What follows belongs to an exercise in optimizing a design on an open flow for small area and a short achievable clock period; a production flow would make more cautious choices. Function was checked by simulation only, so behaviour that the tests miss may differ from the original. Power figures rest on the tool's default switching activity, not on a simulated workload.

==> flow/design.v <==
package ahb_pkg;
    localparam logic [1:0] HTRANS_IDLE   = 2'b00;
    localparam logic [1:0] HTRANS_BUSY   = 2'b01;
    localparam logic [1:0] HTRANS_NONSEQ = 2'b10;
    localparam logic [1:0] HTRANS_SEQ    = 2'b11;
    localparam logic HRESP_OKAY  = 1'b0;
    localparam logic HRESP_ERROR = 1'b1;
    localparam logic [2:0] HSIZE_BYTE = 3'b000;
    localparam logic [2:0] HSIZE_HALF = 3'b001;
    localparam logic [2:0] HSIZE_WORD = 3'b010;
endpackage
module ahb_slave_ram #(
    parameter int ADDR_W = 6
) (
    input  logic                clk_i,
    input  logic [3:0]          we_i,      
    input  logic [2**(ADDR_W/2)-1:0]        tlo_i,     
    input  logic [2**(ADDR_W-ADDR_W/2)-1:0] thi_i,     
    input  logic [31:0]         wdata_i,
    output logic [31:0]         rdata_o    
);
    localparam int SLOTS = 2**ADDR_W;
    localparam int LO_N  = 2**(ADDR_W/2);
    logic [32*SLOTS-1:0] ring_q;
    logic [32*SLOTS-1:0] ring_d;
    logic [SLOTS-1:0]    tgt;       
    logic [SLOTS-1:0]    sel;       
    logic [31:0]         rdata_d;
    always_comb begin
        for (int p = 0; p < SLOTS; p++) begin
            tgt[p] = tlo_i[p % LO_N] & thi_i[p / LO_N];
        end
        for (int p = 0; p < SLOTS; p++) begin
            sel[p] = tgt[(p + 1) % SLOTS];
        end
    end
    always_comb begin
        for (int p = 0; p < SLOTS; p++) begin
            for (int i = 0; i < 32; i++) begin
                if ((p % 2 == 0) && tgt[p] && we_i[i / 8]) begin
                    ring_d[32*p + i] = wdata_i[i];
                end else begin
                    ring_d[32*p + i] = ring_q[32*((p + SLOTS - 1) % SLOTS) + i];
                end
            end
        end
    end
    always_ff @(posedge clk_i) begin
        ring_q <= ring_d;
    end
    always_comb begin
        rdata_d = 32'd0;
        for (int p = 0; p < SLOTS; p++) begin
            rdata_d = rdata_d | (ring_q[32*p +: 32] & {32{sel[p]}});
        end
    end
    always_ff @(posedge clk_i) begin
        rdata_o <= rdata_d;
    end
endmodule
import ahb_pkg::*;
module ahb_slave_mem #(
    parameter int ADDR_W      = 6,
    parameter int WAIT_STATES = 1
) (
    input  logic        Hclk,
    input  logic        Hresetn,
    input  logic        Hsel,
    input  logic [31:0] Haddr,
    input  logic        Hwrite,
    input  logic [2:0]  Hsize,
    input  logic [1:0]  Htrans,
    input  logic        Hready,
    input  logic [31:0] Hwdata,
    output logic        Hready_out,
    output logic        Hresp,
    output logic [31:0] Hrdata
);
    localparam int LO_W = ADDR_W / 2;
    localparam int HI_W = ADDR_W - LO_W;
    logic              busy_q;
    logic              err_q;
    logic [3:0]        wrw_q;
    logic [3:0]        wrr_q;
    logic [ADDR_W-1:0] slot_q;
    logic [2**LO_W-1:0] tlo_q;
    logic [2**HI_W-1:0] thi_q;
    logic              accept;
    logic              legal;
    logic [3:0]        be;
    logic [ADDR_W-1:0] slot_a;
    assign accept = Hsel & Hready & Htrans[1] & ~busy_q;
    assign legal = ((Haddr >> (ADDR_W + 2)) == 32'd0)
                 && (Hsize <= HSIZE_WORD)
                 && !((Hsize == HSIZE_HALF) && Haddr[0])
                 && !((Hsize == HSIZE_WORD) && (Haddr[1:0] != 2'b00));
    assign be[0] = Hsize[1] | (Hsize[0] & ~Haddr[1]) | (Haddr[1:0] == 2'd0);
    assign be[1] = Hsize[1] | (Hsize[0] & ~Haddr[1]) | (Haddr[1:0] == 2'd1);
    assign be[2] = Hsize[1] | (Hsize[0] &  Haddr[1]) | (Haddr[1:0] == 2'd2);
    assign be[3] = Hsize[1] | (Hsize[0] &  Haddr[1]) | (Haddr[1:0] == 2'd3);
    always_ff @(posedge Hclk or negedge Hresetn) begin
        if (!Hresetn) begin
            busy_q <= 1'b0;
            err_q  <= 1'b0;
            wrw_q  <= 4'd0;
            wrr_q  <= 4'd0;
        end else begin
            busy_q <= accept;
            err_q  <= (accept & ~legal) | (busy_q & err_q);
            wrw_q  <= (accept & legal & Hwrite) ? be : 4'd0;
            wrr_q  <= wrw_q;
        end
    end
    always_ff @(posedge Hclk) begin
        slot_q <= slot_q + 1'b1;
    end
    assign slot_a = Haddr[2 +: ADDR_W] + slot_q;
    always_ff @(posedge Hclk) begin
        if (!busy_q) begin
            tlo_q <= (2**LO_W)'(1) << slot_a[0 +: LO_W];
            thi_q <= (2**HI_W)'(1) << slot_a[LO_W +: HI_W];
        end else begin
            tlo_q <= {tlo_q[2**LO_W-2:0], tlo_q[2**LO_W-1]};
            thi_q <= tlo_q[2**LO_W-1] ? {thi_q[2**HI_W-2:0], thi_q[2**HI_W-1]} : thi_q;
        end
    end
    assign Hready_out = ~busy_q;
    assign Hresp      = err_q;
    ahb_slave_ram #(.ADDR_W(ADDR_W)) u_ram (
        .clk_i   (Hclk),
        .we_i    (wrw_q | wrr_q),
        .tlo_i   (tlo_q),
        .thi_i   (thi_q),
        .wdata_i (Hwdata),
        .rdata_o (Hrdata)
    );
endmodule
export LEC_CHECK = 0
export CAP_MARGIN = 20
export CORE_MARGIN = 2
export CORE_UTILIZATION = 65
export CTS_BUF_LIST = sky130_fd_sc_hd__clkbuf_8 sky130_fd_sc_hd__clkbuf_16
export CTS_CLUSTER_DIAMETER = 100
export CTS_CLUSTER_SIZE = 30
export SETUP_SLACK_MARGIN = 3.45
export SLEW_MARGIN = 20
create_clock -name core_clock -period 6.0 [get_ports {Hclk}]
standard.sh (not shown) runs the stock make flow with config.mk's settings and CLKGATE_MAP_FILE= SYNTH_SCRIPT=/design/flow/synth_recipe.tcl, a recipe that flattens the netlist after the stock synthesis.
==> flow/flow/run.sh <==
#!/bin/bash
# Layout flow: the standard synthesis, then its logic between the registers
# replaced by a hand-mapped netlist (flow/gen_netlist.py; same registers: names and cell types),
# then the standard ORFS flow from floorplan to finish, with plain buffers
# (not delay cells) on the ports.
set -euo pipefail
R=orfs/results/sky130hd/ahb_slave_mem/base

bash standard.sh synth > synth_standard.log 2>&1
python3 flow/gen_netlist.py $R/1_2_yosys.v > mapped.v 2> gen_netlist.log
cp $R/1_2_yosys.v yosys_standard.v
cp mapped.v $R/1_2_yosys.v
touch $R/1_2_yosys.v $R/1_2_yosys.sdc
rm -f $R/1_synth.odb $R/1_synth.sdc
bash standard.sh "BUFFER_PORTS_ARGS=-buffer_cell sky130_fd_sc_hd__buf_2" finish > flow_finish.log 2>&1
Other scripts of this flow, unchanged in this note and not shown: flow/flow/gen_netlist.py
==> next run, changes <==
- CORE_UTILIZATION: 65 -> 55
- SETUP_SLACK_MARGIN: 3.45 -> 3.5
Non-clock buffer count rises by 28.
Setup slack improves by 0.099 ns.
Via count increases by 2.1%.
Power came out higher by 1.8%.
Area after synthesis stays the same.
Clock power grows by 4.5%.
Global-route usage goes down by 0.52 points.

-- static timing again, ports no longer ideal --
The results above use ideal ports. As a check the final layouts listed here were re-extracted and re-timed, cells and wires unchanged.
Step 1, drivers: a clkbuf_16 drives Hclk and a buf_2 each remaining input, both assumed.
Step 2 adds t to the input delays and takes it off the output delays; t is the mean of the earliest and latest rising clock arrival at the registers after step 1. Input paths then give back, and output paths get back, about the clock's delay inside the block.
a / b / c = no drivers / after step 1 / after step 2; a / b = the first two.
run	t (ns)	setup WS [ns]	slew at the worst register clock pin (ns)	worst data-port slew with drivers (ns)	pins driven straight from the clock port
the first run	0.762	3.342 / 3.342 / 2.812	0.11 / 0.11	0.11	1
the second run	0.791	3.441 / 3.359 / 2.883	0.12 / 0.12	0.18	1
After both steps setup and hold are still met in every run listed. The setup slack of the second run, which loses most, moves by -0.082 ns with the drivers and by -0.558 ns with both steps.
